This is an optimization exercise on Yosys and OpenROAD, whose aim is small area, a short achievable clock period and few clock cycles per item, not a production implementation. At most, simulation tests tie the RTL to the original design; equivalence was not proved. Function not checked in run 4: the RTL went through the layout flow alone.

### design/flow/design.v
module aes_key_expand #(
  parameter int KEY_BITS = 256
) (
  input  logic                clk,
  input  logic                rst,
  input  logic                start,
  input  logic [KEY_BITS-1:0] key_in,
  output logic                busy,
  output logic [127:0]        rk_out,
  output logic [3:0]          rk_idx,
  output logic                rk_valid,
  input  logic                rk_ready,
  output logic                done
);
  logic [255:0] st;      
  logic [3:0]   idx;     
  logic         act;     
  logic         vld;     
  logic [31:0]  sw, p0, p1, p2, p3, rc;
  logic [127:0] nw;
  logic [7:0]   rcon;
  logic         adv;
  for (genvar b = 0; b < 4; b++) begin : g_sbox
    aes_ks_sbox u_sbox (.x(st[224+8*b +: 8]), .y(sw[8*b +: 8]));
  end
  aes_ks_mix u_mix (.sw(sw), .rot(!idx[0]), .p({p3, p2, p1, p0}), .nw(nw));
  assign busy     = vld;
  assign rk_valid = vld;
  assign rk_out   = st[127:0];
  assign rk_idx   = idx;
  always_comb begin
    rcon = 8'h01 << idx[3:1];
    rc = idx[0] ? 32'h0 : {24'h0, rcon};
    p0 = st[31:0] ^ rc;
    p1 = p0 ^ st[63:32];
    p2 = p1 ^ st[95:64];
    p3 = p2 ^ st[127:96];
    adv = rk_ready;
  end
  logic sel_ld, sel_sh, sel_hd;
  assign sel_ld = !act;
  assign sel_sh = act && adv;
  assign sel_hd = act && !adv;
  logic [255:0] st_d, st_n;
  assign st_n = {nw, st[255:128]};
  for (genvar j = 0; j < 256; j++) begin : g_sel
    aes_ks_sel u_sel (.ld(sel_ld), .sh(sel_sh), .hd(sel_hd), .k(key_in[j]),
                      .n(st_n[j]), .q(st[j]), .d(st_d[j]));
  end
  always_ff @(posedge clk) begin
    st <= st_d;
  end
  always_ff @(posedge clk or posedge rst) begin
    if (rst) begin
      act <= 1'b0;
      vld <= 1'b0;
      idx <= 4'd0;
      done <= 1'b0;
    end else begin
      done <= 1'b0;
      if (!vld) vld <= start;
      else if (adv && idx == 4'd14) vld <= 1'b0;
      if (!act) begin
        idx <= 4'd0;
        if (start) act <= 1'b1;
      end else if (adv) begin
        idx <= idx + 4'd1;
        if (idx == 4'd14) begin
          act <= 1'b0;
          done <= 1'b1;
        end
      end
    end
  end
endmodule
module aes_ks_sbox (
  input  logic [7:0] x,
  output logic [7:0] y
);
  function automatic logic [7:0] sbox(input logic [7:0] x);
    logic u0, u1, u2, u3, u4, u5, u6, u7;
    logic t1, t2, t3, t4, t5, t6, t7, t8, t9, t10, t11, t12, t13, t14, t15, t16, t17, t18, t19;
    logic t20, t21, t22, t23, t24, t25, t26, t27;
    logic m1, m2, m3, m4, m5, m6, m7, m8, m9, m10, m11, m12, m13, m14, m15, m16, m17, m18, m19;
    logic m20, m21, m22, m23, m24, m25, m26, m27, m28, m29, m30, m31, m32, m33, m34, m35, m36;
    logic m37, m38, m39, m40, m41, m42, m43, m44, m45, m46, m47, m48, m49, m50, m51, m52, m53;
    logic m54, m55, m56, m57, m58, m59, m60, m61, m62, m63;
    logic l0, l1, l2, l3, l4, l5, l6, l7, l8, l9, l10, l11, l12, l13, l14, l15, l16, l17, l18;
    logic l19, l20, l21, l22, l23, l24, l25, l26, l27, l28, l29;
    u0 = x[7]; u1 = x[6]; u2 = x[5]; u3 = x[4]; u4 = x[3]; u5 = x[2]; u6 = x[1]; u7 = x[0];
    t1 = u0 ^ u3;   t2 = u0 ^ u5;   t3 = u0 ^ u6;   t4 = u3 ^ u5;   t5 = u4 ^ u6;
    t6 = t1 ^ t5;   t7 = u1 ^ u2;   t8 = u7 ^ t6;   t9 = u7 ^ t7;   t10 = t6 ^ t7;
    t11 = u1 ^ u5;  t12 = u2 ^ u5;  t13 = t3 ^ t4;  t14 = t6 ^ t11; t15 = t5 ^ t11;
    t16 = t5 ^ t12; t17 = t9 ^ t16; t18 = u3 ^ u7;  t19 = t7 ^ t18; t20 = t1 ^ t19;
    t21 = u6 ^ u7;  t22 = t7 ^ t21; t23 = t2 ^ t22; t24 = t2 ^ t10; t25 = t20 ^ t17;
    t26 = t3 ^ t16; t27 = t1 ^ t12;
    m1 = t13 & t6;  m2 = t23 & t8;  m3 = t14 ^ m1;  m4 = t19 & u7;  m5 = m4 ^ m1;
    m6 = t3 & t16;  m7 = t22 & t9;  m8 = t26 ^ m6;  m9 = t20 & t17; m10 = m9 ^ m6;
    m11 = t1 & t15; m12 = t4 & t27; m13 = m12 ^ m11; m14 = t2 & t10; m15 = m14 ^ m11;
    m16 = m3 ^ m2;  m17 = m5 ^ t24; m18 = m8 ^ m7;  m19 = m10 ^ m15; m20 = m16 ^ m13;
    m21 = m17 ^ m15; m22 = m18 ^ m13; m23 = m19 ^ t25; m24 = m22 ^ m23; m25 = m22 & m20;
    m26 = m21 ^ m25; m27 = m20 ^ m21; m28 = m23 ^ m25; m29 = m28 & m27; m30 = m26 & m24;
    m31 = m20 & m23; m32 = m27 & m31; m33 = m27 ^ m25; m34 = m21 & m22; m35 = m24 & m34;
    m36 = m24 ^ m25; m37 = m21 ^ m29; m38 = m32 ^ m33; m39 = m23 ^ m30; m40 = m35 ^ m36;
    m41 = m38 ^ m40; m42 = m37 ^ m39; m43 = m37 ^ m38; m44 = m39 ^ m40; m45 = m42 ^ m41;
    m46 = m44 & t6;  m47 = m40 & t8;  m48 = m39 & u7;  m49 = m43 & t16; m50 = m38 & t9;
    m51 = m37 & t17; m52 = m42 & t15; m53 = m45 & t27; m54 = m41 & t10; m55 = m44 & t13;
    m56 = m40 & t23; m57 = m39 & t19; m58 = m43 & t3;  m59 = m38 & t22; m60 = m37 & t20;
    m61 = m42 & t1;  m62 = m45 & t4;  m63 = m41 & t2;
    l0 = m61 ^ m62;  l1 = m50 ^ m56;  l2 = m46 ^ m48;  l3 = m47 ^ m55;  l4 = m54 ^ m58;
    l5 = m49 ^ m61;  l6 = m62 ^ l5;   l7 = m46 ^ l3;   l8 = m51 ^ m59;  l9 = m52 ^ m53;
    l10 = m53 ^ l4;  l11 = m60 ^ l2;  l12 = m48 ^ m51; l13 = m50 ^ l0;  l14 = m52 ^ m61;
    l15 = m55 ^ l1;  l16 = m56 ^ l0;  l17 = m57 ^ l1;  l18 = m58 ^ l8;  l19 = m63 ^ l4;
    l20 = l0 ^ l1;   l21 = l1 ^ l7;   l22 = l3 ^ l12;  l23 = l18 ^ l2;  l24 = l15 ^ l9;
    l25 = l6 ^ l10;  l26 = l7 ^ l9;   l27 = l8 ^ l10;  l28 = l11 ^ l14; l29 = l11 ^ l17;
    sbox[7] = l6 ^ l24;
    sbox[6] = ~(l16 ^ l26);
    sbox[5] = ~(l19 ^ l28);
    sbox[4] = l6 ^ l21;
    sbox[3] = l20 ^ l22;
    sbox[2] = l25 ^ l29;
    sbox[1] = ~(l13 ^ l27);
    sbox[0] = ~(l6 ^ l23);
  endfunction
  assign y = sbox(x);
endmodule
module aes_ks_mix (
  input  logic [31:0]  sw,
  input  logic         rot,
  input  logic [127:0] p,
  output logic [127:0] nw
);
  logic [31:0] t;
  assign t = rot ? {sw[7:0], sw[31:8]} : sw;
  assign nw = p ^ {4{t}};
endmodule
module aes_ks_sel (
  input  logic ld, sh, hd, k, n, q,
  output logic d
);
  assign d = (ld & k) | (sh & n) | (hd & q);
endmodule
### design/flow/flow/run.sh
#!/bin/bash
# Standard ORFS layout (the standard.sh), with these changes:
#  - synthesis is the standard flow's own script, but ABC maps with flow/abc.script (area-oriented);
#  - ports are buffered with the small sky130_fd_sc_hd__buf_1 instead of the default pick;
#  - clock tree synthesis clusters up to 24 sinks per leaf buffer and inserts no dummy loads;
#  - timing repair aims for a slack margin that leaves TARGET_NS (flow/target.txt) of the
#    clock period, so the layout is sized for a shorter period than the constraint asks.
# Each step's full log is in orfs/logs/; the make output is in synth.log and layout.log here.
set -euo pipefail
here=$(pwd)
export FLOW_WORK=$here
export MY_ABC_SCRIPT=$here/flow/abc.script
target=$(cat flow/target.txt)
extra=()
if [[ "$target" != "none" ]]; then
  margin=$(python3 -c "print(round($FLOW_PERIOD_NS - $target, 3))")
  extra+=("SETUP_SLACK_MARGIN=$margin")
fi
bash standard.sh "SYNTH_SCRIPT=$here/flow/my_synth.tcl" synth > "$here/synth.log" 2>&1
bash standard.sh "CTS_ARGS=-sink_clustering_enable -repair_clock_nets -dont_use_dummy_load -sink_clustering_size 24 -sink_clustering_max_diameter 80" "BUFFER_PORTS_ARGS=-buffer_cell sky130_fd_sc_hd__buf_1" "${extra[@]}" finish > "$here/layout.log" 2>&1
### design/flow/flow/abc.script
strash
map -a
### design/flow/flow/my_synth.tcl
# The standard synthesis script (synth_recipe.tcl, in the work folder), with one change:
# every ABC mapping call uses the script named by MY_ABC_SCRIPT instead of ORFS's.
proc abc {args} {
  set i [lsearch -exact $args -script]
  if {$i >= 0} { lset args [expr {$i + 1}] $::env(MY_ABC_SCRIPT) }
  yosys abc {*}$args
}
source $::env(FLOW_WORK)/synth_recipe.tcl
### design/flow/flow/target.txt
5.7
### design/flow/standard.sh
#!/bin/bash
# synth_recipe.tcl (not shown) runs the flow's synth.tcl, then flattens the netlist and writes it again
# the make line also repeats each setting of config.mk as NAME=value (left out here)
make -C /OpenROAD-flow-scripts/flow DESIGN_CONFIG=/design/flow/config.mk WORK_HOME=/design/flow/orfs CLKGATE_MAP_FILE= SYNTH_SCRIPT=/design/flow/synth_recipe.tcl "${@:-finish}"
### design/flow/config.mk
export PLATFORM = sky130hd
export DESIGN_NAME = aes_key_expand
export DESIGN_NICKNAME = aes_key_expand
export VERILOG_FILES = /design/flow/design.v
export SDC_FILE = /design/flow/constraint.sdc
export NUM_CORES = 4
export LEC_CHECK = 0
export CAP_MARGIN = 20
export CORE_MARGIN = 2
export CORE_UTILIZATION = 60
export SLEW_MARGIN = 20
export SYNTH_HIERARCHICAL = 1
export SYNTH_MINIMUM_KEEP_SIZE = 0
### design/flow/constraint.sdc
create_clock -name core_clock -period 22.0 [get_ports {clk}]
set_input_delay 4.4000 -clock core_clock [delete_from_list [all_inputs] [get_ports {clk}]]
set_output_delay 4.4000 -clock core_clock [all_outputs]
set_load 0.01 [all_outputs]
==> metrics.cfg, run 1 <==
[run_status]
run_status=complete, no violations

[routing]
ant_nets=0
maxUsedRoutingLayer=met5
detail_route.wirelength.met1_um=18400
drt_pass1_iterations=5
detail_route.vias_per_cell=5.22
detailroute.wirelength.met2_um=19900
route.vias.total=14265
route.detailed.drc=0
drt_iter0_drc=783
met3_length_um=2590
wl_per_cell_um=15.3
wl_um=41800

[finish]
core_util_final_pct=67.3
area_growth_pct=11.0
layout-drive-gt1-share_pct=4.85
layout.cells.most_common=nand2_1
nNetsFinal=2623
layout_common_cells=nand2_1, xor2_1, buf_1

[clock_tree]
cts_buffers=15
tritoncts=built
cts_num_sinks=263
clock_insertion_delay_worst_skew_ps=490
clock_path_buffers=3
cts_setup_buffers=0
clk_pin_slew_ps=90
root_buffer=clkbuf_16
cts_htree_levels=1

[timing]
final-max-slew-violation-count=0
grt_setup_unrepaired=true
finalHoldViolCount=0
finalSetupTns_ps=0
slew-limit-headroom_pct=26.1
timing.hold.ws_ps=443
fmax_ghz=0.178
setup_ws_ps=16390
tightest_slew_ps=1110
finalSetupViolations=0
crit_path_time_final_ps=5610
fin_crit_sh_pct=25.5
finalClockSkew_ps=31.2

[place]
dp_slack_ps=14700
globalplace.congestion=0.918
dp_hpwl_um=30600
buffer_ports.inserted=394

[floorplanning]
ioPinCount=395
std_cell_rows=61
core_sq_um=27700
die-area_sq_um=29300
floorplan.die.height_um=171
effective_utilization_at_floorplan_pct=60.6
floorplan.die.width_um=171

[worst_setup_path]
cp.required_ps=17600
cp_cell_sequence=buf_1
worst-setup-path-type=flop to output pin
critPathSlowestCell=dfrtp_1
critPathArrivalTime_ps=1210
worst-path-buf-inv=1
timing.critical_path.from_type=flop
critPathMaxFanout=10
critical-path-top-delay-family=flip-flops
peak_per_stage_delay_on_the_critical_path_ps=540
crit_path_end_kind=output pin

[global_routing]
grt_antenna_before_repair=1
grt.overflow.total=0
globalRouteTotalUtil_pct=26.7
grt_start_max_net_pins=116
grt_pass1_wl_um=64500
grt_pass1_vias=13144

[synth]
mappedNetlistArea_sq_um=16800
synth_seq_area_share_pct=31.6
synth-warning-count=8
postSynthCellCount=2059
syn-mean-instance-area_sq_um=8.15
synth_seq_cells=263
mappedNetlistNets=2329
synth_cell_type_count=16

[worst_hold_path]
hold_path.class=flop to flop

[run]
drv_cap=0

per-stage QoR:
| step | cells | cell area, sq um |
|---|---|---|
| after detailed placement | 2710 | 17900 |
| after CTS | 2728 | 18300 |
| final | 2731 | 18600 |
| after floorplan | 2059 | 16800 |
| after global routing | 2729 | 18600 |
| after global placement | 2710 | 17900 |
what timing repair did:
| item | in CTS | in global routing |
|---|---|---|
| endpoints found under the setup margin | 250 | 221 |
| hold buffers | 0 | 0 |
| pin swaps | 2 | 0 |
| cloned | 3 | 1 |
| resized for setup | 16 | 48 |
| endpoints found under the hold margin | 0 | 0 |
final cells by class:
type                            count  area (sq um)
Sequential cell                   263          5310
Multi-Input combinational cell   1597         10600
Tap cell                          378           473
Fill cell                        2537          9060
Inverter                           73           294
Timing Repair Buffer              403          1630
Antenna cell                        2          5.00
Clock buffer                       15           375
Yosys stat by module (local to each module, per instance):
module | area [sq um] | cells inside | times used
aes_key_expand | 7420 | 543 | 1
aes_ks_mix | 1480 | 160 | 1
aes_ks_sbox | 1010 | 147 | 4
aes_ks_sel | 15.0 | 3 | 256
cell families after synthesis:
logic type / count (synthesis) / synth area share (%)
AND/OR/NAND/NOR: 713 / 16.4
buffers and inverters: 202 / 7.40
adder cells (fa/ha/maj): 10 / 0.745
flip-flops: 263 / 31.6
XOR/XNOR: 572 / 29.8
AO/OA/AOI/OAI: 267 / 11.9
multiplexers: 32 / 2.15
Yosys cell counts:
library cell,n,area [sq um]
xor2_1,432,3780
dfrtp_1,7,175
mux2_2,32,360
ha_1,10,125
or2_2,9,56.3
buf_4,129,968
clkinv_1,73,274
nor2_1,47,176
dfxtp_1,256,5120
nand3_1,9,45.0
o31ai_1,6,45.0
o21ai_0,5,25.0
nand4_1,20,125
nand2_1,628,2360
a22oi_1,256,1920
xnor2_1,140,1230
registers in the layout, indices dropped and copies added (netlist names):
signal / flops
st: 256
idx: 4
act: 1
done: 1
vld: 1
routing by layer:
metal	GRT usage, %	vias to the layer above
met5	0	-
met3	4.88	58
li1	-	7220
met2	46.5	387
met1	34.0	6598
met4	6.82	2
path summary, 6_finish.rpt:
kind,slack [ps],depth (start not counted),endpoint,from
worst max-delay path,16390,1,rk_idx[1],idx[1]
worst min-delay path,440,2,st[161],st[161]
worst max register to register,16660,22,st[190],st[231]
worst min register to register,440,2,st[161],st[161]
max in group asynchronous,18080,2,idx[3],rst
min in group asynchronous,3760,2,done,rst
Testbench counts, summed over its fixed seeds: cycles 3,072, round keys 2,880.
==> run 2, diff against run 1 <==
==> design/flow/flow/target.txt (replaced) <==
none
==> run 2 against run 1 <==
Against the previous run:
- critical path depth increased by 6
- count of clock-buffer cells in the layout unchanged
- first-iteration DRC count increased by 15%
- via count decreased by 0.46%
- synthesized cell count unchanged
- setup slack got worse by 1100 ps
- still clean
==> metrics.cfg, run 2 <==
[run_status]
run_status=complete, no violations  ; unchanged

[finish]
nFillCells=2566  ; was 2537
layout_common_cells=nand2_1, xor2_1, buf_1  ; unchanged
layout.area.seq_sq_um=5300  ; was 5310 sq um
largest_reg_flops=256  ; unchanged
reg_top3=st (256), idx (4)  ; unchanged
layout-drive-gt1-share_pct=2.86  ; was 4.85%
antenna-diode-count=0  ; was 2
area_growth_pct=8.54  ; was 11.0%
multi_input_area_sq_um=10300  ; was 10600 sq um
layout.cells.most_common=nand2_1  ; unchanged
nNetsFinal=2618  ; was 2623
top_register=st  ; unchanged

[clock_tree]
tritoncts=built  ; unchanged
root_buffer=clkbuf_16  ; unchanged
clock_insertion_delay_worst_skew_ps=500  ; was 490 ps
cts_num_sinks=263  ; unchanged
post_cts_resize_count=0  ; was 16
cts_setup_buffers=0  ; unchanged
clk_pin_slew_ps=100  ; was 90 ps
clock_path_buffers=3  ; unchanged
cts_hold_repair.buffers=0  ; unchanged
cts_htree_levels=1  ; unchanged
cts_buffers=15  ; unchanged

[floorplanning]
ioPinCount=395  ; unchanged
floorplan.die.height_um=171  ; unchanged
die-area_sq_um=29300  ; unchanged
core_sq_um=27700  ; unchanged
effective_utilization_at_floorplan_pct=60.6  ; unchanged
std_cell_rows=61  ; unchanged
floorplan.die.width_um=171  ; unchanged

[routing]
drt_pass1_iterations=8  ; was 5
wl_per_cell_um=15.2  ; was 15.3 um
drt_iter0_drc=901  ; was 783
detail_route.vias_per_cell=5.21  ; was 5.22
route.detailed.drc=0  ; unchanged
wl_um=41300  ; was 41800 um
route.vias.total=14199  ; was 14265
ant_nets=0  ; unchanged

[synth]
postSynthCellCount=2059  ; unchanged
synth_enable_flop_cells=0  ; unchanged
yosysMostFrequentCell=nand2_1  ; unchanged
yosys-top-cells-count=nand2_1, xor2_1, a22oi_1, dfxtp_1, xnor2_1  ; unchanged
ys_top_cells_by_area=dfxtp_1, xor2_1, nand2_1, a22oi_1, xnor2_1  ; unchanged
synth-warning-count=8  ; unchanged
netlist.area_leader.share_pct=30.5  ; unchanged
synth-async-reset-ratio_pct=2.66  ; unchanged
mappedNetlistNets=2329  ; unchanged
synth_seq_cells=263  ; unchanged
mappedNetlistArea_sq_um=16800  ; unchanged
synth_seq_area_share_pct=31.6  ; unchanged
syn-mean-instance-area_sq_um=8.15  ; unchanged
yosys_most_used_dff=dfxtp_1  ; unchanged
synth_area_leader_cell=dfxtp_1  ; unchanged
synth_cell_type_count=16  ; unchanged

[run]
drv_cap=0  ; unchanged

[worst_setup_path]
critPathArrivalTime_ps=7120  ; was 1210 ps
worst-setup-path-type=primary input to flop  ; was flop to output pin
critPathMaxFanout=92  ; was 10
timing.critical_path.from_type=primary input  ; was flop
cp.required_ps=22440  ; was 17600 ps
crit_path_end_kind=flop  ; was output pin

[global_routing]
grt_antenna_before_repair=0  ; was 1
globalRouteTotalUtil_pct=26.7  ; about the same
grt_start_max_net_pins=164  ; was 116
grt.overflow.total=0  ; unchanged
grt_pass1_wl_um=64900  ; was 64500 um
grt_pass1_vias=13280  ; was 13144

[place]
dp_slack_ps=14870  ; was 14700 ps
buffer_ports.inserted=394  ; unchanged
globalplace.congestion=0.872  ; was 0.918
dp_hpwl_um=30600  ; about the same

[timing]
final-max-slew-violation-count=0  ; unchanged
crit_path_time_final_ps=6680  ; was 5610 ps
setup_ws_ps=15320  ; was 16390 ps
finalHoldViolCount=0  ; unchanged
finalClockSkew_ps=22.1  ; was 31.2 ps
finalSetupTns_ps=0  ; unchanged
tightest_slew_ps=1030  ; was 1110 ps
fmax_ghz=0.150  ; was 0.178 GHz
fin_crit_sh_pct=30.4  ; was 25.5%
slew-limit-headroom_pct=31.2  ; was 26.1%
timing.hold.ws_ps=445  ; was 443 ps
grt_setup_unrepaired=false  ; was true
finalSetupViolations=0  ; unchanged

[worst_hold_path]
hold_path.class=flop to flop  ; unchanged

-- run 2: worst paths after layout --
check / startpoint / to / slack (ps) / cells past startpoint
max in group asynchronous: rst / act / 18080 / 2
worst min register to register: st[189] / st[189] / 440 / 2
worst max register to register: st[255] / st[179] / 16010 / 22
min in group asynchronous: rst / vld / 3750 / 2
worst min-delay path: st[189] / st[189] / 440 / 2
worst max-delay path: rk_ready / st[186] / 15320 / 7
-- run 2: cell type report --
type                       instances  share of cell area [%]
clock buffer                      15                    2.06
sequential                       263                    29.1
timing repair buffer             401                    8.40
tap                              378                    2.60
inverter                          73                    1.54
multi-input combinational       1594                    56.3
-- run 2: modules after synthesis, one instance, submodules excluded --
module | cells | flops+latches | area, sq um | copies in the design
aes_key_expand | 543 | 263 | 7420 | 1
aes_ks_mix | 160 | 0 | 1480 | 1
aes_ks_sbox | 147 | 0 | 1010 | 4
aes_ks_sel | 3 | 0 | 15.0 | 256
-- run 2: logic make-up (layout without fill, tap and decap cells) --
logic type      after synthesis  in the layout  share of synthesized area, %
compound gates              267            267                          11.9
xor+xnor                    572            572                          29.8
fa+ha+maj                    10             10                         0.745
buf+inv                     202            489                          7.40
flops                       263            263                          31.6
mux                          32             32                          2.15
simple gates                713            713                          16.4
-- run 2: critical path: stages --
cell	delay [ps]
buf_1	260
clkinv_1	200
nor2_4	560
buf_4	510
buf_4	820
a22oi_1	160
nand2_1	110
-- run 2: metrics by stage --
step / utilization, % / area, sq um / cells
after floorplan: - / 16800 / 2059
after global placement: 64.4 / 17800 / 2709
after detailed placement: 64.4 / 17800 / 2709
after CTS: 65.8 / 18200 / 2724
after global routing: 65.8 / 18200 / 2724
final: 65.8 / 18200 / 2724
-- run 2: per-layer routing --
layer	wire length, um	global-route usage [%]
met1	18200	34.8
met2	19200	44.9
met3	2760	5.25
met4	1030	7.37
met5	0	0
==> run 3, diff against run 2 <==
==> design/flow/flow/target.txt (replaced) <==
5.55
--- a/design/flow/config.mk
+++ b/design/flow/config.mk
@@ -7,7 +7,7 @@
 export LEC_CHECK = 0
 export CAP_MARGIN = 20
 export CORE_MARGIN = 2
-export CORE_UTILIZATION = 60
+export CORE_UTILIZATION = 70
 export SLEW_MARGIN = 20
 export SYNTH_HIERARCHICAL = 1
 export SYNTH_MINIMUM_KEEP_SIZE = 0
==> run 3 against run 2 <==
Against the previous run:
- largest cell class unchanged
- cell count shrank 1.9%
- non-clock buffer count rose by 7
- first-iteration DRC count up 48%
- area after synthesis stayed put
==> metrics.cfg, run 3 <==
[clock_tree]
clock_insertion_delay_worst_skew_ps=490  ; was 500 ps
cts_htree_levels=1  ; unchanged
clk_pin_slew_ps=100  ; about the same
tritoncts=built  ; unchanged
root_buffer=clkbuf_16  ; unchanged
clock_path_buffers=3  ; unchanged
cts_num_sinks=263  ; unchanged
cts_buffers=15  ; unchanged

[timing]
fin_crit_sh_pct=25.1  ; was 30.4%
slew-limit-headroom_pct=30.5  ; was 31.2%
final-max-slew-violation-count=0  ; unchanged
timing.hold.ws_ps=445  ; about the same
fmax_ghz=0.181  ; was 0.150 GHz
finalSetupTns_ps=0  ; unchanged
grt_setup_unrepaired=true  ; was false
finalClockSkew_ps=21.2  ; was 22.1 ps
finalHoldViolCount=0  ; unchanged
crit_path_time_final_ps=5520  ; was 6680 ps
tightest_slew_ps=1040  ; was 1030 ps
finalSetupViolations=0  ; unchanged

[synth]
mappedNetlistNets=2329  ; unchanged
mappedNetlistArea_sq_um=16800  ; unchanged
ys_top_cells_by_area=dfxtp_1, xor2_1, nand2_1, a22oi_1, xnor2_1  ; unchanged
synth-async-reset-ratio_pct=2.66  ; unchanged
synth_seq_cells=263  ; unchanged
synth_enable_flop_cells=0  ; unchanged
yosys-top-cells-count=nand2_1, xor2_1, a22oi_1, dfxtp_1, xnor2_1  ; unchanged
netlist.area_leader.share_pct=30.5  ; unchanged
synth_cell_type_count=16  ; unchanged
postSynthCellCount=2059  ; unchanged
yosys_most_used_dff=dfxtp_1  ; unchanged
synth_seq_area_share_pct=31.6  ; unchanged
yosysMostFrequentCell=nand2_1  ; unchanged
synth-warning-count=8  ; unchanged
synth_area_leader_cell=dfxtp_1  ; unchanged
syn-mean-instance-area_sq_um=8.15  ; unchanged

[routing]
drt_pass1_iterations=9  ; was 8
route.vias.total=14660  ; was 14199
wl_um=42800  ; was 41300 um
drt_iter0_drc=1332  ; was 901
route.detailed.drc=0  ; unchanged
wl_per_cell_um=16.0  ; was 15.2 um
detail_route.vias_per_cell=5.49  ; was 5.21
ant_nets=0  ; unchanged

[worst_hold_path]
worst_hold_path.num_cells=2  ; unchanged
hold_path.class=flop to flop  ; unchanged

[worst_setup_path]
worst-path-buf-inv=1  ; was 4
timing.critical_path.from_type=flop  ; was primary input
peak_per_stage_delay_on_the_critical_path_ps=420  ; was 820 ps
worst-setup-path-type=flop to output pin  ; was primary input to flop
critPathSlowestCell=dfxtp_1  ; was buf_4
ff2ff_path_depth=22  ; unchanged
critical-path-top-delay-family=flip-flops  ; was buffers and inverters
cp_num_cells=1  ; was 7
cp_cell_sequence=buf_1  ; was buf_1, clkinv_1, nor2_4, buf_4, buf_4, a22oi_1, nand2_1
critPathArrivalTime_ps=1120  ; was 7120 ps
crit_path_end_kind=output pin  ; was flop
cp.required_ps=17600  ; was 22440 ps
critPathMaxFanout=4  ; was 92

[finish]
layout_common_cells=nand2_1, xor2_1, buf_1  ; unchanged
area_growth_pct=12.6  ; was 8.54%
layout.cells.most_common=nand2_1  ; unchanged
largest_reg_flops=256  ; unchanged
reg_top3=st (256), idx (4)  ; unchanged
nNetsFinal=2625  ; was 2618
antenna-diode-count=0  ; unchanged
top_register=st  ; unchanged
layout-drive-gt1-share_pct=7.05  ; was 2.86%

[global_routing]
globalRouteTotalUtil_pct=31.4  ; was 26.7%
grt_start_max_net_pins=159  ; was 164
grt_antenna_before_repair=1  ; was 0
grt_pass1_vias=14013  ; was 13280
grt_pass1_wl_um=67600  ; was 64900 um
grt.overflow.total=0  ; unchanged

[floorplanning]
die-area_sq_um=25200  ; was 29300 sq um
std_cell_rows=56  ; was 61
effective_utilization_at_floorplan_pct=71.3  ; was 60.6%
core_sq_um=23500  ; was 27700 sq um
floorplan.die.width_um=159  ; was 171 um
ioPinCount=395  ; unchanged
floorplan.die.height_um=159  ; was 171 um

[place]
buffer_ports.inserted=394  ; unchanged
globalplace.congestion=0.910  ; was 0.872
dp_hpwl_um=30700  ; was 30600 um

[run_status]
run_status=complete, no violations  ; unchanged

[run]
drv_cap=0  ; unchanged

==> run 3: final cells by class <==
type	instances	area, sq um
multi-input cells	1594	10900
well taps	319	399
flip-flops and latches	263	5330
fillers	1693	4640
clock buffers	15	375
inverters	73	294
repair buffers	408	1660
==> run 3: path summary, 6_finish.rpt <==
path                         endpoint    start  slack [ps]
hold reg to reg               st[148]  st[148]         450
max in group asynchronous      idx[2]      rst       18060
setup / recovery           rk_out[28]   st[28]       16480
hold / removal                st[148]  st[148]         450
setup reg to reg              st[138]  st[245]       16670
min in group asynchronous        done      rst        3760
==> run 3: kinds of logic (layout without fill, tap and decap cells) <==
family                   Yosys count  in the layout  synth area share (%)
multiplexers                      32             32                  2.15
XOR/XNOR                         572            572                  29.8
AND/OR/NAND/NOR                  713            713                  16.4
flip-flops                       263            263                  31.6
AO/OA/AOI/OAI                    267            267                  11.9
adder cells (fa/ha/maj)           10             10                 0.745
buffers and inverters            202            496                  7.40
==> run 3: through the flow <==
stage	util (%)	worst slack [ps]	instance area, sq um	std cells
5_1_grt	80.3	16330	18900	2672
3_5_place_dp	75.6	14990	17800	2650
6_report	80.3	16480	18900	2672
3_3_place_gp	75.6	15070	17800	2650
4_1_cts	77.9	16460	18300	2665
2_1_floorplan	-	8400	16800	2059
==> run 3: per-module statistics from Yosys, one instance, submodules excluded <==
module	copies in the design	area, sq um	flip-flops and latches	cells inside
aes_ks_sel	256	15.0	0	3
aes_ks_mix	1	1480	0	160
aes_ks_sbox	4	1010	0	147
aes_key_expand	1	7420	263	543
==> run 3: worst register-to-register path: cells and delay by family (launching register included) <==
family                 cells  cell delay [ps]
multiplexers               1              340
buffers and inverters      2              320
AO/OA/AOI/OAI              1              180
AND/OR/NAND/NOR            8             1340
XOR/XNOR                  10             2560
flip-flops                 1              510
==> run 3: routing by layer <==
layer | vias up | part of all wire (%) | GRT usage, %
li1 | 7193 | - | -
met1 | 6883 | 41 | 39.2
met2 | 506 | 50 | 56.3
met3 | 76 | 6.3 | 4.86
met4 | 2 | 2.6 | 9.09
met5 | - | 0.026 | 0
==> run 3: repair_timing <==
action                     4_1_cts  5_1_grt
pin swaps                        0        8
buffers inserted                 0        7
hold buffers                     0        0
resized for setup               35       88
setup endpoints to repair      238      171
==> run 4, diff against run 3 <==
--- a/design/flow/design.v
+++ b/design/flow/design.v
@@ -16,6 +16,7 @@
   logic [3:0]   idx;     
   logic         act;     
   logic         vld;     
+  logic [3:0]   ridx;    
   logic [31:0]  sw, p0, p1, p2, p3, rc;
   logic [127:0] nw;
   logic [7:0]   rcon;
@@ -27,7 +28,7 @@
   assign busy     = vld;
   assign rk_valid = vld;
   assign rk_out   = st[127:0];
-  assign rk_idx   = idx;
+  assign rk_idx   = ridx;
   always_comb begin
     rcon = 8'h01 << idx[3:1];
     rc = idx[0] ? 32'h0 : {24'h0, rcon};
@@ -37,18 +38,29 @@
     p3 = p2 ^ st[127:96];
     adv = rk_ready;
   end
-  logic sel_ld, sel_sh, sel_hd;
-  assign sel_ld = !act;
-  assign sel_sh = act && adv;
-  assign sel_hd = act && !adv;
+  logic [3:0] act_g, sel_ld, sel_sh, sel_hd;
+  for (genvar g = 0; g < 4; g++) begin : g_act
+    assign sel_ld[g] = !act_g[g];
+    assign sel_sh[g] = act_g[g] && adv;
+    assign sel_hd[g] = act_g[g] && !adv;
+    always_ff @(posedge clk or posedge rst) begin
+      if (rst) act_g[g] <= 1'b0;
+      else if (!act_g[g]) act_g[g] <= start;
+      else if (adv && idx == 4'd14) act_g[g] <= 1'b0;
+    end
+  end
   logic [255:0] st_d, st_n;
   assign st_n = {nw, st[255:128]};
   for (genvar j = 0; j < 256; j++) begin : g_sel
-    aes_ks_sel u_sel (.ld(sel_ld), .sh(sel_sh), .hd(sel_hd), .k(key_in[j]),
+    aes_ks_sel u_sel (.ld(sel_ld[j/64]), .sh(sel_sh[j/64]), .hd(sel_hd[j/64]), .k(key_in[j]),
                       .n(st_n[j]), .q(st[j]), .d(st_d[j]));
   end
   always_ff @(posedge clk) begin
     st <= st_d;
+  end
+  always_ff @(posedge clk) begin
+    if (!act) ridx <= 4'd0;
+    else if (adv) ridx <= idx + 4'd1;
   end
   always_ff @(posedge clk or posedge rst) begin
     if (rst) begin
==> design/flow/flow/target.txt (replaced) <==
5.5
--- a/design/flow/config.mk
+++ b/design/flow/config.mk
@@ -7,7 +7,7 @@
 export LEC_CHECK = 0
 export CAP_MARGIN = 20
 export CORE_MARGIN = 2
-export CORE_UTILIZATION = 70
+export CORE_UTILIZATION = 60
 export SLEW_MARGIN = 20
 export SYNTH_HIERARCHICAL = 1
 export SYNTH_MINIMUM_KEEP_SIZE = 0
==> run 4 against run 3 <==
Against the previous run:
- first-iteration DRC count down 28%
- setup slack better by 32 ps
- utilization down 11 points
- routed wire length up 12%
- area after synthesis up 1.8%
- die area up 18%
- count of clock-buffer cells in the layout unchanged
- cell count up 4.0%
- critical path depth unchanged
- non-clock buffer count up 7
- sequential cell count up 8
- critical endpoint is now rk_out[76]
- largest cell class unchanged
==> metrics.cfg, run 4 <==
[worst_setup_path]
worst-setup-path-type=flop to output pin  ; unchanged
cp_cell_sequence=buf_2  ; was buf_1
cp.required_ps=17600  ; about the same
crit_path_end_kind=output pin  ; unchanged
setup.reg_to_reg.worst_slack_ps=16740  ; was 16670 ps
peak_per_stage_delay_on_the_critical_path_ps=390  ; was 420 ps
critPathArrivalTime_ps=1080  ; was 1120 ps
critPathSlowestCell=dfxtp_2  ; was dfxtp_1
worst-path-buf-inv=1  ; unchanged
critPathMaxFanout=3  ; was 4
critical-path-top-delay-family=flip-flops  ; unchanged
timing.critical_path.from_type=flop  ; unchanged

[floorplanning]
ioPinCount=395  ; unchanged
std_cell_rows=61  ; was 56
effective_utilization_at_floorplan_pct=61.2  ; was 71.3%
core_sq_um=27900  ; was 23500 sq um
die-area_sq_um=29900  ; was 25200 sq um
floorplan.die.height_um=173  ; was 159 um
floorplan.die.width_um=173  ; was 159 um

[clock_tree]
cts_num_sinks=271  ; was 263
clock_insertion_delay_worst_skew_ps=520  ; was 490 ps
root_buffer=clkbuf_16  ; unchanged
clk_pin_slew_ps=90  ; was 100 ps
tritoncts=built  ; unchanged
cts_hold_repair.buffers=0  ; unchanged
clock_path_buffers=3  ; unchanged
cts_htree_levels=1  ; unchanged
cts_buffers=15  ; unchanged

[synth]
synth_seq_cells=271  ; was 263
mappedNetlistNets=2367  ; was 2329
synth_area_leader_cell=dfxtp_1  ; unchanged
synth_seq_area_share_pct=32.1  ; was 31.6%
yosys_most_used_dff=dfxtp_1  ; unchanged
yosysMostFrequentCell=nand2_1  ; unchanged
synth-async-reset-ratio_pct=4.06  ; was 2.66%
netlist.area_leader.share_pct=30.5  ; about the same
synth_enable_flop_cells=0  ; unchanged
synth-warning-count=8  ; unchanged
syn-mean-instance-area_sq_um=8.15  ; about the same
yosys-top-cells-count=nand2_1, xor2_1, dfxtp_1, a22oi_1, xnor2_1  ; was nand2_1, xor2_1, a22oi_1, dfxtp_1, xnor2_1
ys_top_cells_by_area=dfxtp_1, xor2_1, nand2_1, a22oi_1, xnor2_1  ; unchanged
mappedNetlistArea_sq_um=17100  ; was 16800 sq um
postSynthCellCount=2097  ; was 2059
synth_cell_type_count=17  ; was 16

[global_routing]
grt_antenna_before_repair=0  ; was 1
globalRouteTotalUtil_pct=30.6  ; was 31.4%
grt_pass1_vias=14605  ; was 14013
grt.overflow.total=0  ; unchanged
grt_pass1_wl_um=75700  ; was 67600 um
grt_start_max_net_pins=68  ; was 159

[timing]
finalHoldViolCount=0  ; unchanged
fin_crit_sh_pct=24.9  ; was 25.1%
finalSetupViolations=0  ; unchanged
slew-limit-headroom_pct=31.1  ; was 30.5%
finalClockSkew_ps=37.8  ; was 21.2 ps
tightest_slew_ps=1030  ; was 1040 ps
finalSetupTns_ps=0  ; unchanged
crit_path_time_final_ps=5480  ; was 5520 ps
final-max-slew-violation-count=0  ; unchanged
fmax_ghz=0.182  ; was 0.181 GHz
grt_setup_unrepaired=true  ; unchanged

[finish]
area_growth_pct=13.4  ; was 12.6%
layout.area.seq_sq_um=5560  ; was 5330 sq um
layout.cells.most_common=nand2_1  ; unchanged
antenna-diode-count=0  ; unchanged
nNetsFinal=2672  ; was 2625
final_cell_count_no_fill=2778  ; was 2672
nFillCells=2430  ; was 1693
layout_common_cells=nand2_1, xor2_1, buf_1  ; unchanged
multi_input_area_sq_um=10900  ; about the same
top_register=st  ; unchanged
largest_reg_flops=256  ; unchanged
layout-drive-gt1-share_pct=10.9  ; was 7.05%

[routing]
wl_per_cell_um=17.3  ; was 16.0 um
detail_route.vias_per_cell=5.30  ; was 5.49
wl_um=47900  ; was 42800 um
ant_nets=0  ; unchanged
drt_iter0_drc=961  ; was 1332
drt_pass1_iterations=5  ; was 9
route.detailed.drc=0  ; unchanged
route.vias.total=14728  ; was 14660

[run_status]
run_status=complete, no violations  ; unchanged

[place]
dp_hpwl_um=33200  ; was 30700 um
total_placed_cells_including_tap_cells=2753  ; was 2650
buffer_ports.inserted=394  ; unchanged
globalplace.congestion=0.915  ; was 0.910

[worst_hold_path]
hold_path.class=flop to flop  ; unchanged

[run]
drv_cap=0  ; unchanged

==> run 4: cell types whose count changed after synthesis <==
cell / change
xnor2_1: +1
o21ai_0: +5
or2_2: -1
o31ai_1: -2
a21oi_1: +4
dfxtp_1: +4
dfrtp_1: +4
nor2_1: +6
clkinv_1: +4
nand2_1: +11
xor2_1: +1
nand3_1: +4
nand4_1: -3
==> run 4: layout make-up <==
class / instances / share of cell area, %
clock buffer: 15 / 1.94
sequential: 271 / 28.7
multi-input combinational: 1622 / 56.5
timing repair buffer: 415 / 8.96
tap: 378 / 2.44
inverter: 77 / 1.52
==> run 4: layer usage <==
metal	GRT usage, %	up-vias	wire length [um]
li1	-	7347	-
met1	38.5	6816	20000
met2	53.5	496	23200
met3	6.02	69	3530
met4	8.30	0	1250
met5	0	-	0
==> run 4: final timing paths <==
path | from | endpoint | cells past startpoint
worst max-delay path | st[76] | rk_out[76] | 1
worst min-delay path | st[137] | st[137] | 2
worst max register to register | st[253] | st[153] | 22
worst min register to register | st[137] | st[137] | 2
max in group asynchronous | rst | idx[3] | 2
min in group asynchronous | rst | vld | 2
==> run 4: what timing repair did <==
action / in CTS / in global routing
pin swaps: 2 / 6
buffers inserted: 2 / 6
gates cloned: 2 / 0
setup endpoints to repair: 289 / 231
gates resized for setup: 64 / 138
==> run 4: Yosys stat by module (local to each module, per instance) <==
| module | cell area (sq um) | flip-flops and latches |
|---|---|---|
| aes_key_expand | 7720 | 271 |
| aes_ks_mix | 1480 | 0 |
| aes_ks_sel | 15.0 | 0 |
| aes_ks_sbox | 1010 | 0 |
==> run 4: logic make-up (layout without fill, tap and decap cells) <==
group	count (synthesis)	count (layout)	share of synthesized area, %
simple gates	730	732	16.5
xor+xnor	574	574	29.4
compound gates	274	274	11.8
flops	271	271	32.1
buf+inv	206	507	7.36
mux	32	32	2.11
fa+ha+maj	10	10	0.732
==> run 4: tightest hold or removal path, cell delays in order (launching register included) <==
cell	delay [ps]
dfxtp_1	320
nand2_1	50
nand2_1	40
==> run 4: metrics by stage <==
| stage | cell area, sq um | hold slack [ps] | utilization, % | setup WS [ps] |
|---|---|---|---|---|
| floorplan | 17200 | 422 | - | 16500 |
| global placement | 18200 | 430 | 65.3 | 15550 |
| detailed placement | 18200 | 433 | 65.3 | 15510 |
| CTS | 18800 | 447 | 67.4 | 16500 |
| global route | 19400 | 463 | 69.4 | 16370 |
| finish | 19400 | 445 | 69.4 | 16520 |
==> run 5, diff against run 4 <==
--- a/design/flow/design.v
+++ b/design/flow/design.v
@@ -16,7 +16,6 @@
   logic [3:0]   idx;     
   logic         act;     
   logic         vld;     
-  logic [3:0]   ridx;    
   logic [31:0]  sw, p0, p1, p2, p3, rc;
   logic [127:0] nw;
   logic [7:0]   rcon;
@@ -28,7 +27,7 @@
   assign busy     = vld;
   assign rk_valid = vld;
   assign rk_out   = st[127:0];
-  assign rk_idx   = ridx;
+  assign rk_idx   = idx;
   always_comb begin
     rcon = 8'h01 << idx[3:1];
     rc = idx[0] ? 32'h0 : {24'h0, rcon};
@@ -38,29 +37,18 @@
     p3 = p2 ^ st[127:96];
     adv = rk_ready;
   end
-  logic [3:0] act_g, sel_ld, sel_sh, sel_hd;
-  for (genvar g = 0; g < 4; g++) begin : g_act
-    assign sel_ld[g] = !act_g[g];
-    assign sel_sh[g] = act_g[g] && adv;
-    assign sel_hd[g] = act_g[g] && !adv;
-    always_ff @(posedge clk or posedge rst) begin
-      if (rst) act_g[g] <= 1'b0;
-      else if (!act_g[g]) act_g[g] <= start;
-      else if (adv && idx == 4'd14) act_g[g] <= 1'b0;
-    end
-  end
+  logic sel_ld, sel_sh, sel_hd;
+  assign sel_ld = !act;
+  assign sel_sh = act && adv;
+  assign sel_hd = act && !adv;
   logic [255:0] st_d, st_n;
   assign st_n = {nw, st[255:128]};
   for (genvar j = 0; j < 256; j++) begin : g_sel
-    aes_ks_sel u_sel (.ld(sel_ld[j/64]), .sh(sel_sh[j/64]), .hd(sel_hd[j/64]), .k(key_in[j]),
+    aes_ks_sel u_sel (.ld(sel_ld), .sh(sel_sh), .hd(sel_hd), .k(key_in[j]),
                       .n(st_n[j]), .q(st[j]), .d(st_d[j]));
   end
   always_ff @(posedge clk) begin
     st <= st_d;
-  end
-  always_ff @(posedge clk) begin
-    if (!act) ridx <= 4'd0;
-    else if (adv) ridx <= idx + 4'd1;
   end
   always_ff @(posedge clk or posedge rst) begin
     if (rst) begin
--- a/design/flow/flow/run.sh
+++ b/design/flow/flow/run.sh
@@ -1,6 +1,7 @@
 #!/bin/bash
 # Standard ORFS layout (the standard.sh), with these changes:
-#  - synthesis is the standard flow's own script, but ABC maps with flow/abc.script (area-oriented);
+#  - synthesis is the standard flow's own script, but ABC maps with flow/abc.script (area-oriented),
+#    and the per-bit select module with flow/abc_sel.script (amap, which finds a222oi);
 #  - ports are buffered with the small sky130_fd_sc_hd__buf_1 instead of the default pick;
 #  - clock tree synthesis clusters up to 24 sinks per leaf buffer and inserts no dummy loads;
 #  - timing repair aims for a slack margin that leaves TARGET_NS (flow/target.txt) of the
@@ -10,6 +11,7 @@
 here=$(pwd)
 export FLOW_WORK=$here
 export MY_ABC_SCRIPT=$here/flow/abc.script
+export MY_ABC_SCRIPT_SEL=$here/flow/abc_sel.script
 target=$(cat flow/target.txt)
 extra=()
 if [[ "$target" != "none" ]]; then
==> design/flow/flow/abc_sel.script (new file) <==
strash
amap
==> design/flow/flow/my_synth.tcl (replaced) <==
# The standard synthesis script (synth_recipe.tcl, in the work folder), with one change:
# ABC maps the per-bit select module aes_ks_sel with MY_ABC_SCRIPT_SEL and every other module
# with MY_ABC_SCRIPT, instead of ORFS's script.
proc abc {args} {
  set i [lsearch -exact $args -script]
  if {$i < 0} { yosys abc {*}$args; return }
  set a1 $args; lset a1 [expr {$i + 1}] $::env(MY_ABC_SCRIPT)
  set a2 $args; lset a2 [expr {$i + 1}] $::env(MY_ABC_SCRIPT_SEL)
  yosys abc {*}$a2 aes_ks_sel
  yosys abc {*}$a1 * aes_ks_sel %d
}
source $::env(FLOW_WORK)/synth_recipe.tcl
==> design/flow/flow/target.txt (replaced) <==
5.7
==> run 5 against run 4 <==
Against the previous run:
- still clean
- hold slack gained 23 ps
- setup slack lost 140 ps
- clock skew shrank 13 ps
- area after synthesis shrank 3.6%
- sequential share of layout area shrank 0.24 points
- utilization is essentially flat
- cell count shrank 12%
- die area shrank 3.6%
- critical path type unchanged
- highest routed layer unchanged
==> metrics.cfg, run 5 <==
[routing]
route.vias.total=13940  ; was 14728
wl_um=43400  ; was 47900 um
route.detailed.drc=0  ; unchanged
ant_nets=0  ; unchanged
wl_per_cell_um=17.7  ; was 17.3 um
drt_iter0_drc=1891  ; was 961
detail_route.vias_per_cell=5.70  ; was 5.30
drt_pass1_iterations=12  ; was 5

[clock_tree]
cts_hold_repair.buffers=0  ; unchanged
tritoncts=built  ; unchanged
cts_buffers=15  ; unchanged
clk_pin_slew_ps=90  ; about the same
clock_path_buffers=3  ; unchanged
cts_htree_levels=1  ; unchanged
clock_insertion_delay_worst_skew_ps=500  ; was 520 ps
root_buffer=clkbuf_16  ; unchanged
cts_num_sinks=263  ; was 271

[synth]
postSynthCellCount=1803  ; was 2097
synth-async-reset-ratio_pct=2.66  ; was 4.06%
yosys_most_used_dff=dfxtp_1  ; unchanged
ys_top_cells_by_area=dfxtp_1, xor2_1, a222oi_1, clkinv_1, xnor2_1  ; was dfxtp_1, xor2_1, nand2_1, a22oi_1, xnor2_1
synth_enable_flop_cells=0  ; unchanged
yosys-top-cells-count=xor2_1, clkinv_1, a222oi_1, dfxtp_1, xnor2_1  ; was nand2_1, xor2_1, dfxtp_1, a22oi_1, xnor2_1
mappedNetlistNets=2073  ; was 2367
netlist.area_leader.share_pct=31.1  ; was 30.5%
synth_seq_area_share_pct=32.2  ; was 32.1%
synth_area_leader_cell=dfxtp_1  ; unchanged
yosysMostFrequentCell=xor2_1  ; was nand2_1
synth-warning-count=8  ; unchanged
mappedNetlistArea_sq_um=16500  ; was 17100 sq um
synth_cell_type_count=16  ; was 17
synth_seq_cells=263  ; was 271
syn-mean-instance-area_sq_um=9.13  ; was 8.15 sq um

[worst_setup_path]
worst-path-buf-inv=1  ; unchanged
critPathArrivalTime_ps=1220  ; was 1080 ps
crit_path_end_kind=output pin  ; unchanged
critical-path-top-delay-family=flip-flops  ; unchanged
cp_cell_sequence=buf_1  ; was buf_2
peak_per_stage_delay_on_the_critical_path_ps=530  ; was 390 ps
critPathSlowestCell=dfrtp_1  ; was dfxtp_2
worst-setup-path-type=flop to output pin  ; unchanged
cp.required_ps=17600  ; about the same
critPathMaxFanout=10  ; was 3
timing.critical_path.from_type=flop  ; unchanged

[timing]
tightest_slew_ps=1060  ; was 1030 ps
finalSetupViolations=0  ; unchanged
finalClockSkew_ps=24.8  ; was 37.8 ps
finalSetupTns_ps=0  ; unchanged
grt_setup_unrepaired=true  ; unchanged
crit_path_time_final_ps=5620  ; was 5480 ps
setup_ws_ps=16380  ; was 16520 ps
final-max-slew-violation-count=0  ; unchanged
slew-limit-headroom_pct=29.3  ; was 31.1%
timing.hold.ws_ps=468  ; was 445 ps
fin_crit_sh_pct=25.6  ; was 24.9%
finalHoldViolCount=0  ; unchanged
fmax_ghz=0.178  ; was 0.182 GHz

[finish]
layout.cells.most_common=xor2_1  ; was nand2_1
final_area_sq_um=18700  ; was 19400 sq um
final_cell_count_no_fill=2447  ; was 2778
largest_reg_flops=256  ; unchanged
layout_common_cells=xor2_1, buf_1, clkinv_1  ; was nand2_1, xor2_1, buf_1
area_growth_pct=13.6  ; was 13.4%
nNetsFinal=2378  ; was 2672
layout-drive-gt1-share_pct=8.21  ; was 10.9%
top_register=st  ; unchanged
reg_top3=st (256), idx (4)
antenna-diode-count=0  ; unchanged

[global_routing]
grt_start_max_net_pins=259  ; was 68
grt_antenna_before_repair=0  ; unchanged
grt.overflow.total=0  ; unchanged
grt_pass1_wl_um=64400  ; was 75700 um
globalRouteTotalUtil_pct=27.1  ; was 30.6%
grt_pass1_vias=12696  ; was 14605

[place]
globalplace.congestion=0.893  ; was 0.915
total_placed_cells_including_tap_cells=2414  ; was 2753
buffer_ports.inserted=394  ; unchanged
dp_slack_ps=14840  ; was 15510 ps
dp_hpwl_um=30000  ; was 33200 um
place_area_sq_um=17500  ; was 18200 sq um

[floorplanning]
std_cell_rows=60  ; was 61
die-area_sq_um=28800  ; was 29900 sq um
core_sq_um=27000  ; was 27900 sq um
floorplan.die.width_um=170  ; was 173 um
floorplan.die.height_um=170  ; was 173 um
effective_utilization_at_floorplan_pct=61.1  ; was 61.2%
ioPinCount=395  ; unchanged

[run]
drv_cap=0  ; unchanged

[worst_hold_path]
hold_path.class=flop to flop  ; unchanged

[run_status]
run_status=complete, no violations  ; unchanged

## run 5: modules after synthesis (local to each module, per instance)
module | copies in the design | cell area [sq um] | flip-flops and latches
aes_ks_sel | 256 | 13.8 | 0
aes_ks_sbox | 4 | 1010 | 0
aes_key_expand | 1 | 7420 | 263
aes_ks_mix | 1 | 1480 | 0
## run 5: per-stage QoR
step / util, %
floorplan: -
global placement: 64.9
detailed placement: 64.9
CTS: 66.8
global route: 69.4
finish: 69.4
## run 5: cells by family after synthesis
kind of cell,count (synthesis),share of synthesized area (%)
XOR/XNOR,572,30.4
AND/OR/NAND/NOR,201,5.09
multiplexers,32,2.19
AO/OA/AOI/OAI,267,16.0
adder cells (fa/ha/maj),10,0.760
flip-flops,263,32.2
buffers and inverters,458,13.4
## run 5: worst paths after layout
path,cells past startpoint,to,slack (ps),start
setup / recovery,1,rk_idx[2],16380,idx[2]
hold / removal,2,st[181],470,st[181]
setup reg to reg,22,st[202],16650,st[234]
hold reg to reg,2,st[181],470,st[181]
max in group asynchronous,2,idx[0],18060,rst
min in group asynchronous,2,idx[2],3760,rst
## run 5: layout make-up
cell class,instances,area [sq um]
Clock buffer,15,375
Fill cell,2280,8240
Inverter,329,1250
Multi-Input combinational cell,1083,9600
Sequential cell,263,5320
Tap cell,341,427
Timing Repair Buffer,416,1740
## run 5: metal layers
metal / part of all wire [%] / global-route usage, % / vias to the layer above
met5: 0 / 0 / -
met4: 2.3 / 7.28 / 0
met3: 6.7 / 4.59 / 59
met2: 48 / 46.2 / 487
met1: 43 / 35.6 / 6682
li1: - / - / 6712
## run 5: repair_timing
action,4_1_cts,5_1_grt
pin swaps,1,12
gates resized for setup,22,92
setup buffers,3,12
gates cloned,1,2
setup endpoints to repair,224,139
Testbench counts of run 5, summed over its fixed seeds: cycles 3,072, round keys 2,880.
==> run 6, diff against run 5 <==
--- a/design/flow/flow/run.sh
+++ b/design/flow/flow/run.sh
@@ -1,7 +1,7 @@
 #!/bin/bash
 # Standard ORFS layout (the standard.sh), with these changes:
 #  - synthesis is the standard flow's own script, but ABC maps with flow/abc.script (area-oriented),
-#    and the per-bit select module with flow/abc_sel.script (amap, which finds a222oi);
+#    and the S-box module with flow/abc_sbox.script (amap);
 #  - ports are buffered with the small sky130_fd_sc_hd__buf_1 instead of the default pick;
 #  - clock tree synthesis clusters up to 24 sinks per leaf buffer and inserts no dummy loads;
 #  - timing repair aims for a slack margin that leaves TARGET_NS (flow/target.txt) of the
@@ -11,7 +11,7 @@
 here=$(pwd)
 export FLOW_WORK=$here
 export MY_ABC_SCRIPT=$here/flow/abc.script
-export MY_ABC_SCRIPT_SEL=$here/flow/abc_sel.script
+export MY_ABC_SCRIPT_SBOX=$here/flow/abc_sbox.script
 target=$(cat flow/target.txt)
 extra=()
 if [[ "$target" != "none" ]]; then
==> design/flow/flow/abc_sbox.script (new file) <==
strash
dc2
dch -f
amap
==> design/flow/flow/my_synth.tcl (replaced) <==
# The standard synthesis script (synth_recipe.tcl, in the work folder), with one change:
# ABC maps the S-box module aes_ks_sbox with MY_ABC_SCRIPT_SBOX and every other module with
# MY_ABC_SCRIPT, instead of ORFS's script.
proc abc {args} {
  set i [lsearch -exact $args -script]
  if {$i < 0} { yosys abc {*}$args; return }
  set a1 $args; lset a1 [expr {$i + 1}] $::env(MY_ABC_SCRIPT)
  set a2 $args; lset a2 [expr {$i + 1}] $::env(MY_ABC_SCRIPT_SBOX)
  yosys abc {*}$a2 aes_ks_sbox
  yosys abc {*}$a1 * aes_ks_sbox %d
}
source $::env(FLOW_WORK)/synth_recipe.tcl
removed: design/flow/flow/abc_sel.script
==> run 6 against run 5 <==
Against the previous run:
- still clean
- utilization is 1.8 points higher
- cell count is 20% higher
- clock skew is 7.8 ps higher
- count of clock-buffer cells in the layout stayed put
- non-clock buffer count is 30 higher
- sequential share of layout area is 0.51 points lower
- routed wire length is 7.7% higher
- setup slack worse by 29 ps
- largest cell class unchanged
==> metrics.cfg, run 6 <==
[run_status]
run_status=complete, no violations  ; unchanged

[worst_hold_path]
hold_path.class=flop to flop  ; unchanged

[synth]
synth_seq_cells=263  ; unchanged
synth-warning-count=8  ; unchanged
yosys_most_used_dff=dfxtp_1  ; unchanged
synth_seq_area_share_pct=32.3  ; was 32.2%
mappedNetlistNets=2533  ; was 2073
ys_top_cells_by_area=dfxtp_1, nand2_1, a22oi_1, xor2_1, buf_4  ; was dfxtp_1, xor2_1, a222oi_1, clkinv_1, xnor2_1
syn-mean-instance-area_sq_um=7.25  ; was 9.13 sq um
synth_enable_flop_cells=0  ; unchanged
netlist.area_leader.share_pct=31.3  ; was 31.1%
synth_cell_type_count=22  ; was 16
mappedNetlistArea_sq_um=16400  ; was 16500 sq um
postSynthCellCount=2263  ; was 1803
yosysMostFrequentCell=nand2_1  ; was xor2_1
yosys-top-cells-count=nand2_1, a22oi_1, dfxtp_1, nor2_1, xor2_1  ; was xor2_1, clkinv_1, a222oi_1, dfxtp_1, xnor2_1
synth-async-reset-ratio_pct=2.66  ; unchanged
synth_area_leader_cell=dfxtp_1  ; unchanged

[clock_tree]
cts_buffers=15  ; unchanged
tritoncts=built  ; unchanged
clock_path_buffers=3  ; unchanged
root_buffer=clkbuf_16  ; unchanged
cts_num_sinks=263  ; unchanged
clk_pin_slew_ps=100  ; was 90 ps
cts_htree_levels=1  ; unchanged
clock_insertion_delay_worst_skew_ps=510  ; was 500 ps

[floorplanning]
std_cell_rows=60  ; unchanged
ioPinCount=395  ; unchanged
die-area_sq_um=28700  ; was 28800 sq um
floorplan.die.width_um=169  ; was 170 um
core_sq_um=26900  ; was 27000 sq um
floorplan.die.height_um=169  ; was 170 um
effective_utilization_at_floorplan_pct=61.0  ; was 61.1%

[timing]
finalSetupViolations=0  ; unchanged
final-max-slew-violation-count=0  ; unchanged
finalHoldViolCount=0  ; unchanged
crit_path_time_final_ps=5650  ; was 5620 ps
tightest_slew_ps=1060  ; about the same
fmax_ghz=0.177  ; was 0.178 GHz
grt_setup_unrepaired=true  ; unchanged
fin_crit_sh_pct=25.7  ; was 25.6%
slew-limit-headroom_pct=29.1  ; was 29.3%
finalClockSkew_ps=32.5  ; was 24.8 ps
finalSetupTns_ps=0  ; unchanged

[worst_setup_path]
critPathSlowestCell=dfrtp_1  ; unchanged
worstReg2RegEnd=st[153]  ; was st[202]
setup.worst_path.start=idx[2]  ; unchanged
critical_path.endpoint=rk_idx[2]  ; unchanged
cp.required_ps=17600  ; about the same
critPathMaxFanout=10  ; unchanged
timing.critical_path.from_type=flop  ; unchanged
setup.reg_to_reg.worst_slack_ps=16590  ; was 16650 ps
peak_per_stage_delay_on_the_critical_path_ps=560  ; was 530 ps
critPathArrivalTime_ps=1250  ; was 1220 ps
worst-setup-path-type=flop to output pin  ; unchanged
crit_path_end_kind=output pin  ; unchanged
ff2ff_path_depth=31  ; was 22
timing.rr.start=st[253]  ; was st[234]
cp_cell_sequence=buf_1  ; unchanged
cp_num_cells=1  ; unchanged
worst-path-buf-inv=1  ; unchanged
critical-path-top-delay-family=flip-flops  ; unchanged

[routing]
wl_um=46800  ; was 43400 um
drt_pass1_iterations=6  ; was 12
drt_iter0_drc=1279  ; was 1891
route.detailed.drc=0  ; unchanged
ant_nets=0  ; unchanged
route.vias.total=16483  ; was 13940
wl_per_cell_um=15.9  ; was 17.7 um
detail_route.vias_per_cell=5.61  ; was 5.70

[finish]
area_growth_pct=16.7  ; was 13.6%
top_register=st  ; unchanged
final_area_sq_um=19100  ; was 18700 sq um
reg_top3=st (256), idx (4)  ; unchanged
nNetsFinal=2867  ; was 2378
layout_common_cells=nand2_1, buf_1, a22oi_1  ; was xor2_1, buf_1, clkinv_1
nFillCells=2314  ; was 2280
layout.area.seq_sq_um=5350  ; was 5320 sq um
core_util_final_pct=71.2  ; was 69.4%
largest_reg_flops=256  ; unchanged
layout.cells.most_common=nand2_1  ; was xor2_1
antenna-diode-count=0  ; unchanged
layout-drive-gt1-share_pct=11.7  ; was 8.21%
multi_input_area_sq_um=10500  ; was 9600 sq um

[global_routing]
grt_antenna_before_repair=0  ; unchanged
grt.overflow.total=0  ; unchanged
grt_start_max_net_pins=172  ; was 259
grt_pass1_wl_um=72500  ; was 64400 um
grt_pass1_vias=14600  ; was 12696
globalRouteTotalUtil_pct=30.2  ; was 27.1%

[place]
place_area_sq_um=17400  ; was 17500 sq um
buffer_ports.inserted=394  ; unchanged
dp_hpwl_um=33100  ; was 30000 um
globalplace.congestion=0.956  ; was 0.893

[run]
drv_cap=0  ; unchanged

[run 6: cell count changes after synthesis, sizes merged, moves of 72 or more]
cell	delta
xnor2	-116
nand2	+492
a22oi	+256
clkinv	-196
a21oi	+140
nor2	+192
o22ai	+100
xor2	-216
a222oi	-256
o21ai	+72
[run 6: kinds of logic after synthesis]
logic type | Yosys count | synth area share, %
simple gates | 873 | 20.4
compound gates | 583 | 22.6
flops | 263 | 32.3
buf+inv | 262 | 8.95
xor+xnor | 240 | 12.8
mux | 32 | 2.20
fa+ha+maj | 10 | 0.763
[run 6: Yosys stat by module (local to each module, per instance)]
module          cells  flops+latches  area (sq um)  copies in the design
aes_key_expand    543            263          7420                     1
aes_ks_mix        160              0          1480                     1
aes_ks_sbox       198              0           913                     4
aes_ks_sel          3              0          15.0                   256
[run 6: worst min-delay path, stage by stage (launching register included)]
cell,delay (ps)
dfxtp_1,330
a22oi_1,60
nand2_1,50
[run 6: per-stage QoR]
stage	setup slack, ps	hold slack (ps)	instances
floorplan	8400	422	2263
global placement	15220	429	2878
detailed placement	15110	433	2878
CTS	16280	441	2899
global route	16150	463	2936
finish	16350	436	2936
[run 6: area by class of cell]
class	instances	share of cell area, %
Clock buffer	15	1.96
Inverter	133	2.88
Multi-Input combinational cell	1738	55.0
Sequential cell	263	27.9
Tap cell	341	2.23
Timing Repair Buffer	446	10.0
[run 6: worst min-delay path by stage]
stage,start,endpoint,slack [ps],cells after the start
finish,st[167],st[39],440,2
global route,st[134],st[134],460,2
CTS,st[167],st[39],440,2
detailed placement,st[164],st[164],430,2
global placement,st[199],st[199],430,2
floorplan,st[128],st[128],420,2
[run 6: repair_timing]
item	4_1_cts	5_1_grt
endpoints found under the setup margin	229	144
resized for setup	118	183
hold buffers	0	0
pin swaps	5	28
buffers inserted	6	37
[run 6: layer usage]
metal	wire length (um)	share of wire [%]	global-route usage, %
met1	20500	44	40.6
met2	21900	47	50.7
met3	3370	7.2	5.67
met4	991	2.1	6.39
met5	0	0	0

==> separate check: timing with driven ports <==
In the flow no input, the clock included, has a driving cell. The finished layouts below were timed again as built, in two steps.
Step 1 (the two cells are an assumption about what drives the block):
set clk [get_ports {clk}]
set_driving_cell -lib_cell sky130_fd_sc_hd__clkbuf_16 $clk
set_driving_cell -lib_cell sky130_fd_sc_hd__buf_2 [delete_from_list [all_inputs] $clk]
Step 2 moves the port delays by t, midway between the first and last clock arrival at a register: inputs arrive t later, outputs are due t later. That takes back most of the time a late clock gives input paths.
Three values: ideal, step 1, step 2; two values: the first two.
run | t, ns | setup slack, ns | worst setup path after step 2 | latest minus earliest clock arrival (ns) | pins driven straight from the clock port
run 1 | 0.528 | 16.389 / 16.334 / 15.930 | input to register | 0.032 / 0.033 | 1
run 2 | 0.542 | 15.323 / 15.354 / 14.812 | input to register | 0.022 / 0.022 | 1
run 3 | 0.536 | 16.485 / 16.430 / 16.004 | input to register | 0.022 / 0.022 | 1
run 4 | 0.553 | 16.516 / 16.463 / 16.188 | input to register | 0.040 / 0.039 | 1
run 5 | 0.538 | 16.376 / 16.327 / 15.922 | input to register | 0.025 / 0.025 | 1
run 6 | 0.543 | 16.348 / 16.296 / 15.860 | input to register | 0.033 / 0.032 | 1
After both steps every run listed still meets setup and hold. The setup slack of run 2, which loses most, moves by +0.031 ns with the drivers and by -0.511 ns with both steps.
